What follows belongs to an exercise in optimizing a design on an open flow for small area; a production flow would make more cautious choices. At most, simulation tests tie the RTL to the original design; equivalence was not proved. Power figures rest on the tool's default switching activity, not on a simulated workload.

==> inputs of v24 <==
==> flow/design.v <==
module stage5_msg_fifo #(
   parameter int MSG_W = 280,
   parameter int DEPTH = 8,
   parameter int AW    = 3,
   parameter int CNT_W = 16
) (
   input  logic             clk,
   input  logic             rst_n,
   input  logic [MSG_W-1:0] message_1,
   input  logic [MSG_W-1:0] message_2,
   input  logic [MSG_W-1:0] message_3,
   input  logic [2:0]       msg_valid_in,
   output logic             in_ready,
   input  logic             dict_clr,
   output logic [7:0]       field_PID1,
   output logic [7:0]       field_MC1,
   output logic [7:0]       field_MT1,
   output logic [MSG_W-1:0] msg_out,
   output logic             msg_valid,
   input  logic             msg_ready,
   output logic [CNT_W-1:0] msg_count
);
   typedef logic [AW-1:0]  ptr_t;
   typedef logic [AW:0]    cnt_t;
   typedef logic [CNT_W:0] sum_t;
   localparam cnt_t THRESH = cnt_t'(DEPTH - 3);
   function automatic logic [1:0] popcount3(input logic [2:0] v);
      popcount3 = {1'b0, v[0]} + {1'b0, v[1]} + {1'b0, v[2]};
   endfunction
   logic [MSG_W-1:0] r_mem [DEPTH];
   ptr_t             r_rd_ptr;
   ptr_t             r_wr_ptr;
   cnt_t             r_count;
   logic [CNT_W-1:0] r_msg_count;
   logic [7:0]       r_pid;
   logic [7:0]       r_mc;
   logic [7:0]       r_mt;
   logic             w_in_ready;
   logic             w_accept;
   logic             w_pop;
   logic [1:0]       w_n_push;
   ptr_t             w_addr1;
   ptr_t             w_addr2;
   ptr_t             w_addr3;
   logic [23:0]      w_dict_new;
   cnt_t             w_count_next;
   sum_t             w_cnt_sum;
   logic [CNT_W-1:0] w_msg_count_next;
   always_comb begin
      w_in_ready = (r_count <= THRESH);
      w_accept   = w_in_ready & (|msg_valid_in);
      w_pop      = (r_count != cnt_t'(1'b0)) & msg_ready;
      w_n_push   = w_accept ? popcount3(msg_valid_in) : 2'd0;
      w_addr1    = r_wr_ptr;
      w_addr2    = r_wr_ptr + ptr_t'(msg_valid_in[0]);
      w_addr3    = r_wr_ptr + ptr_t'(popcount3({1'b0, msg_valid_in[1:0]}));
      if (msg_valid_in[2]) begin
         w_dict_new = message_3[MSG_W-1 -: 24];
      end else if (msg_valid_in[1]) begin
         w_dict_new = message_2[MSG_W-1 -: 24];
      end else begin
         w_dict_new = message_1[MSG_W-1 -: 24];
      end
      w_count_next = r_count + cnt_t'(w_n_push) - cnt_t'(w_pop);
      w_cnt_sum    = {1'b0, r_msg_count} + sum_t'(w_n_push);
      if (w_cnt_sum[CNT_W]) begin
         w_msg_count_next = {CNT_W{1'b1}};
      end else begin
         w_msg_count_next = w_cnt_sum[CNT_W-1:0];
      end
   end
   always_ff @(posedge clk) begin
      if (rst_n && w_accept) begin
         if (msg_valid_in[0]) r_mem[w_addr1] <= message_1;
         if (msg_valid_in[1]) r_mem[w_addr2] <= message_2;
         if (msg_valid_in[2]) r_mem[w_addr3] <= message_3;
      end
   end
   always_ff @(posedge clk) begin
      if (!rst_n) begin
         r_rd_ptr    <= ptr_t'(1'b0);
         r_wr_ptr    <= ptr_t'(1'b0);
         r_count     <= cnt_t'(1'b0);
         r_msg_count <= {CNT_W{1'b0}};
      end else begin
         r_rd_ptr    <= r_rd_ptr + ptr_t'(w_pop);
         r_wr_ptr    <= r_wr_ptr + ptr_t'(w_n_push);
         r_count     <= w_count_next;
         r_msg_count <= w_msg_count_next;
      end
   end
   always_ff @(posedge clk) begin
      if (!rst_n) begin
         r_pid <= 8'h00;
         r_mc  <= 8'h00;
         r_mt  <= 8'h00;
      end else if (dict_clr) begin
         r_pid <= 8'h00;
         r_mc  <= 8'h00;
         r_mt  <= 8'h00;
      end else if (w_accept) begin
         r_pid <= w_dict_new[23:16];
         r_mc  <= w_dict_new[15:8];
         r_mt  <= w_dict_new[7:0];
      end else begin
         r_pid <= r_pid;
         r_mc  <= r_mc;
         r_mt  <= r_mt;
      end
   end
   assign in_ready   = w_in_ready;
   assign msg_valid  = (r_count != cnt_t'(1'b0));
   assign msg_out    = r_mem[r_rd_ptr];
   assign msg_count  = r_msg_count;
   assign field_PID1 = r_pid;
   assign field_MC1  = r_mc;
   assign field_MT1  = r_mt;
endmodule
==> flow/run.sh <==
#!/bin/bash
# synth_recipe.tcl (not shown) runs the flow's synth.tcl, then flattens the netlist and writes it again
# the make line also repeats each setting of config.mk as NAME=value (left out here)
make -C /OpenROAD-flow-scripts/flow DESIGN_CONFIG=/design/flow/config.mk WORK_HOME=/design/flow/orfs CLKGATE_MAP_FILE= SYNTH_SCRIPT=/design/flow/synth_recipe.tcl finish
==> flow/config.mk <==
export PLATFORM = sky130hd
export DESIGN_NAME = stage5_msg_fifo
export DESIGN_NICKNAME = stage5_msg_fifo
export VERILOG_FILES = /design/flow/design.v
export SDC_FILE = /design/flow/constraint.sdc
export NUM_CORES = 8
export LEC_CHECK = 0
export CAP_MARGIN = 20
export CORE_MARGIN = 2
export CORE_UTILIZATION = 35
export PLACE_DENSITY = 0.45
export SLEW_MARGIN = 20
==> flow/constraint.sdc <==
create_clock -name core_clock -period 6.5 [get_ports {clk}]
set_input_delay 1.3000 -clock core_clock [delete_from_list [all_inputs] [get_ports {clk}]]
set_output_delay 1.3000 -clock core_clock [all_outputs]
set_load 0.01 [all_outputs]
==> v15 (differences from v24) <==
--- a/flow/design.v
+++ b/flow/design.v
@@ -25,10 +25,6 @@
    typedef logic [CNT_W:0] sum_t;
    localparam cnt_t THRESH = cnt_t'(DEPTH - 3);
-   function automatic logic [1:0] popcount3(input logic [2:0] v);
-      popcount3 = {1'b0, v[0]} + {1'b0, v[1]} + {1'b0, v[2]};
-   endfunction
-   logic [MSG_W-1:0] r_mem [DEPTH];
-   ptr_t             r_rd_ptr;
-   ptr_t             r_wr_ptr;
+   logic [DEPTH-1:0][MSG_W-1:0] r_mem;
+   logic [DEPTH-1:0][MSG_W-1:0] w_mem_next;
    cnt_t             r_count;
    logic [CNT_W-1:0] r_msg_count;
@@ -40,4 +36,5 @@
    logic             w_pop;
    logic [1:0]       w_n_push;
+   ptr_t             w_base;
    ptr_t             w_addr1;
    ptr_t             w_addr2;
@@ -47,12 +44,15 @@
    sum_t             w_cnt_sum;
    logic [CNT_W-1:0] w_msg_count_next;
+   logic [DEPTH-1:0] w_sel1, w_sel2, w_sel3, w_hold, w_shift;
    always_comb begin
       w_in_ready = (r_count <= THRESH);
-      w_accept   = w_in_ready & (|msg_valid_in);
-      w_pop      = (r_count != cnt_t'(1'b0)) & msg_ready;
-      w_n_push   = w_accept ? popcount3(msg_valid_in) : 2'd0;
-      w_addr1    = r_wr_ptr;
-      w_addr2    = r_wr_ptr + ptr_t'(msg_valid_in[0]);
-      w_addr3    = r_wr_ptr + ptr_t'(popcount3({1'b0, msg_valid_in[1:0]}));
+      w_accept   = rst_n & w_in_ready & (|msg_valid_in);
+      w_pop      = rst_n & (r_count != cnt_t'(1'b0)) & msg_ready;
+      w_n_push   = w_accept ? ({1'b0, msg_valid_in[0]} + {1'b0, msg_valid_in[1]}
+                               + {1'b0, msg_valid_in[2]}) : 2'd0;
+      w_base     = ptr_t'(r_count - cnt_t'(w_pop));
+      w_addr1    = w_base;
+      w_addr2    = w_base + ptr_t'(msg_valid_in[0]);
+      w_addr3    = w_base + ptr_t'(msg_valid_in[0]) + ptr_t'(msg_valid_in[1]);
       if (msg_valid_in[2]) begin
          w_dict_new = message_3[MSG_W-1 -: 24];
@@ -69,21 +69,48 @@
          w_msg_count_next = w_cnt_sum[CNT_W-1:0];
       end
+      for (int e = 0; e < DEPTH; e++) begin
+         w_sel1[e]  = w_accept & msg_valid_in[0] & (w_addr1 == ptr_t'(e));
+         w_sel2[e]  = w_accept & msg_valid_in[1] & (w_addr2 == ptr_t'(e));
+         w_sel3[e]  = w_accept & msg_valid_in[2] & (w_addr3 == ptr_t'(e));
+         w_hold[e]  = ~(w_sel1[e] | w_sel2[e] | w_sel3[e]) & ~w_pop;
+         w_shift[e] = ~(w_sel1[e] | w_sel2[e] | w_sel3[e]) & w_pop;
+      end
    end
    always_ff @(posedge clk) begin
-      if (rst_n && w_accept) begin
-         if (msg_valid_in[0]) r_mem[w_addr1] <= message_1;
-         if (msg_valid_in[1]) r_mem[w_addr2] <= message_2;
-         if (msg_valid_in[2]) r_mem[w_addr3] <= message_3;
+      r_mem <= w_mem_next;
+   end
+   for (genvar b = 0; b < MSG_W; b++) begin : g_bit
+      for (genvar e = 0; e < DEPTH - 2; e++) begin : g_low
+         logic w_lane_n;
+         stage5_msg_fifo_aoi3 u_lane (
+            .a1(w_sel1[e]), .b1(message_1[b]), .a2(w_sel2[e]), .b2(message_2[b]),
+            .a3(w_sel3[e]), .b3(message_3[b]), .y(w_lane_n)
+         );
+         stage5_msg_fifo_or_ao22 u_keep (
+            .y_n(w_lane_n), .a1(w_hold[e]), .b1(r_mem[e][b]),
+            .a2(w_shift[e]), .b2(r_mem[e+1][b]), .d(w_mem_next[e][b])
+         );
+      end
+      begin : g_e6
+         logic w_lane_n, w_hold_n;
+         stage5_msg_fifo_aoi3 u_lane (
+            .a1(w_sel2[DEPTH-2]), .b1(message_2[b]), .a2(w_sel3[DEPTH-2]), .b2(message_3[b]),
+            .a3(w_shift[DEPTH-2]), .b3(r_mem[DEPTH-1][b]), .y(w_lane_n)
+         );
+         stage5_msg_fifo_nand2 u_hold (.a(w_hold[DEPTH-2]), .b(r_mem[DEPTH-2][b]), .y(w_hold_n));
+         stage5_msg_fifo_nand2 u_next (.a(w_lane_n), .b(w_hold_n), .y(w_mem_next[DEPTH-2][b]));
+      end
+      begin : g_e7
+         logic w_lane_n, w_hold_n;
+         stage5_msg_fifo_nand2 u_lane (.a(w_sel3[DEPTH-1]), .b(message_3[b]), .y(w_lane_n));
+         stage5_msg_fifo_nand2 u_hold (.a(~w_sel3[DEPTH-1]), .b(r_mem[DEPTH-1][b]), .y(w_hold_n));
+         stage5_msg_fifo_nand2 u_next (.a(w_lane_n), .b(w_hold_n), .y(w_mem_next[DEPTH-1][b]));
       end
    end
    always_ff @(posedge clk) begin
       if (!rst_n) begin
-         r_rd_ptr    <= ptr_t'(1'b0);
-         r_wr_ptr    <= ptr_t'(1'b0);
          r_count     <= cnt_t'(1'b0);
          r_msg_count <= {CNT_W{1'b0}};
       end else begin
-         r_rd_ptr    <= r_rd_ptr + ptr_t'(w_pop);
-         r_wr_ptr    <= r_wr_ptr + ptr_t'(w_n_push);
          r_count     <= w_count_next;
          r_msg_count <= w_msg_count_next;
@@ -103,13 +130,9 @@
          r_mc  <= w_dict_new[15:8];
          r_mt  <= w_dict_new[7:0];
-      end else begin
-         r_pid <= r_pid;
-         r_mc  <= r_mc;
-         r_mt  <= r_mt;
       end
    end
    assign in_ready   = w_in_ready;
    assign msg_valid  = (r_count != cnt_t'(1'b0));
-   assign msg_out    = r_mem[r_rd_ptr];
+   assign msg_out    = r_mem[0];
    assign msg_count  = r_msg_count;
    assign field_PID1 = r_pid;
@@ -117,2 +140,20 @@
    assign field_MT1  = r_mt;
 endmodule
+module stage5_msg_fifo_aoi3 (
+   input  logic a1, b1, a2, b2, a3, b3,
+   output logic y
+);
+   assign y = ~((a1 & b1) | (a2 & b2) | (a3 & b3));
+endmodule
+module stage5_msg_fifo_nand2 (
+   input  logic a, b,
+   output logic y
+);
+   assign y = ~(a & b);
+endmodule
+module stage5_msg_fifo_or_ao22 (
+   input  logic y_n, a1, b1, a2, b2,
+   output logic d
+);
+   assign d = ~(y_n & ~((a1 & b1) | (a2 & b2)));
+endmodule
==> flow/flow/run.sh (new file) <==
#!/bin/bash
# The standard layout, with these changes to how it is made:
#  - buffers left by synthesis are removed at floorplan (repair_design re-buffers
#    the nets that need it after placement);
#  - ports are buffered with the smallest buffer (buf_1) instead of ORFS's default pick;
#  - clock tree synthesis uses clkbuf_8 with larger sink clusters and adds no dummy loads.
set -euo pipefail
export REMOVE_ABC_BUFFERS=1
export BUFFER_PORTS_ARGS="-buffer_cell sky130_fd_sc_hd__buf_1"
export CTS_ARGS="-sink_clustering_enable -repair_clock_nets -dont_use_dummy_load -sink_clustering_size 15 -sink_clustering_max_diameter 50 -buf_list sky130_fd_sc_hd__clkbuf_8"
bash standard.sh > standard_flow.log 2>&1
==> flow/standard.sh (new file) <==
#!/bin/bash
# synth_recipe.tcl (not shown) runs the flow's synth.tcl, then flattens the netlist and writes it again
# the make line also repeats each setting of config.mk as NAME=value (left out here)
make -C /OpenROAD-flow-scripts/flow DESIGN_CONFIG=/design/flow/config.mk WORK_HOME=/design/flow/orfs CLKGATE_MAP_FILE= SYNTH_SCRIPT=/design/flow/synth_recipe.tcl "${@:-finish}"
--- a/flow/config.mk
+++ b/flow/config.mk
@@ -8,5 +8,7 @@
 export CAP_MARGIN = 20
 export CORE_MARGIN = 2
-export CORE_UTILIZATION = 35
-export PLACE_DENSITY = 0.45
+export CORE_UTILIZATION = 45
+export PLACE_DENSITY = 0.55
 export SLEW_MARGIN = 20
+export SYNTH_HIERARCHICAL = 1
+export SYNTH_MINIMUM_KEEP_SIZE = 0
removed: flow/run.sh
==> comparison table <==
| metric | v24 | v15 |
|---|---|---|
| Most common library cell in the layout ignoring fill and taps | o21ai_0 | nand2_1 |
| Worst-case reg-to-reg path depth | 7 | 16 |
| Worst setup path endpoint | msg_out[253] | r_mem[72] |
| Per-cell routed wire length | 40.0 um | 34.4 um |
| Status | timing/DRC/antenna clean | timing/DRC/antenna clean |
| Required time of the critical path | 5.20 ns | 7.45 ns |
| Met3 global-route usage | 9.03% | 14.7% |
| Largest fanout of any net on the critical path | 58 | 72 |
| Wire length on met3 | 103 mm | 68.4 mm |
| Vias in the first global route | 143357 | 99165 |
| Multiplexer share of the synthesized area | 10.7% | 0.267% |
| Final layout net count | 15864 | 11777 |
| Initial cell density of the core | 35.1% | 45.3% |
| Rel. slew slack | 13.9% | 22.0% |
| GRT Resource Usage Total | 37.0% | 42.2% |
| Util after Layout | 40.9% | 51.1% |
| Clk pwr share | 23.3% | 15.2% |
| Arrival time worst endpoint | 4.09 ns | 6.73 ns |
| Non-Clock Inverter Count | 21 | 23 |
| Total stage count of the critical path | 5 | 16 |
| Register share of the cell area | 39.1% | 43.2% |
The RTL of v24 was laid out without a check of its function.

[separate check: timing with driven ports]
The flow's constraints put no driver on any port. The routed layouts listed below were extracted and timed again, unchanged, in two steps. Step 1 assumes that a clkbuf_16 drives the clock port and a buf_2 every other input. Step 2 moves the port delays by t, midway between the first and last clock arrival at a register: inputs arrive t later, outputs are due t later. That takes back most of the time a late clock gives input paths. Slacks: ideal ports / drivers / drivers and shift; pairs: ideal ports / drivers.
| run | t (ns) | setup slack, ns | worst setup path at the end | clock arrival spread, ns |
|---|---|---|---|---|
| v24 | 1.089 | 1.109 / 0.987 / 0.525 | input to register | 0.051 / 0.051 |
| v15 | 1.131 | 0.720 / 0.720 / 0.335 | input to register | 0.107 / 0.106 |
After both steps every run listed still meets setup and hold. The setup slack of v24, which loses most, moves by -0.122 ns with the drivers and by -0.584 ns with both steps.
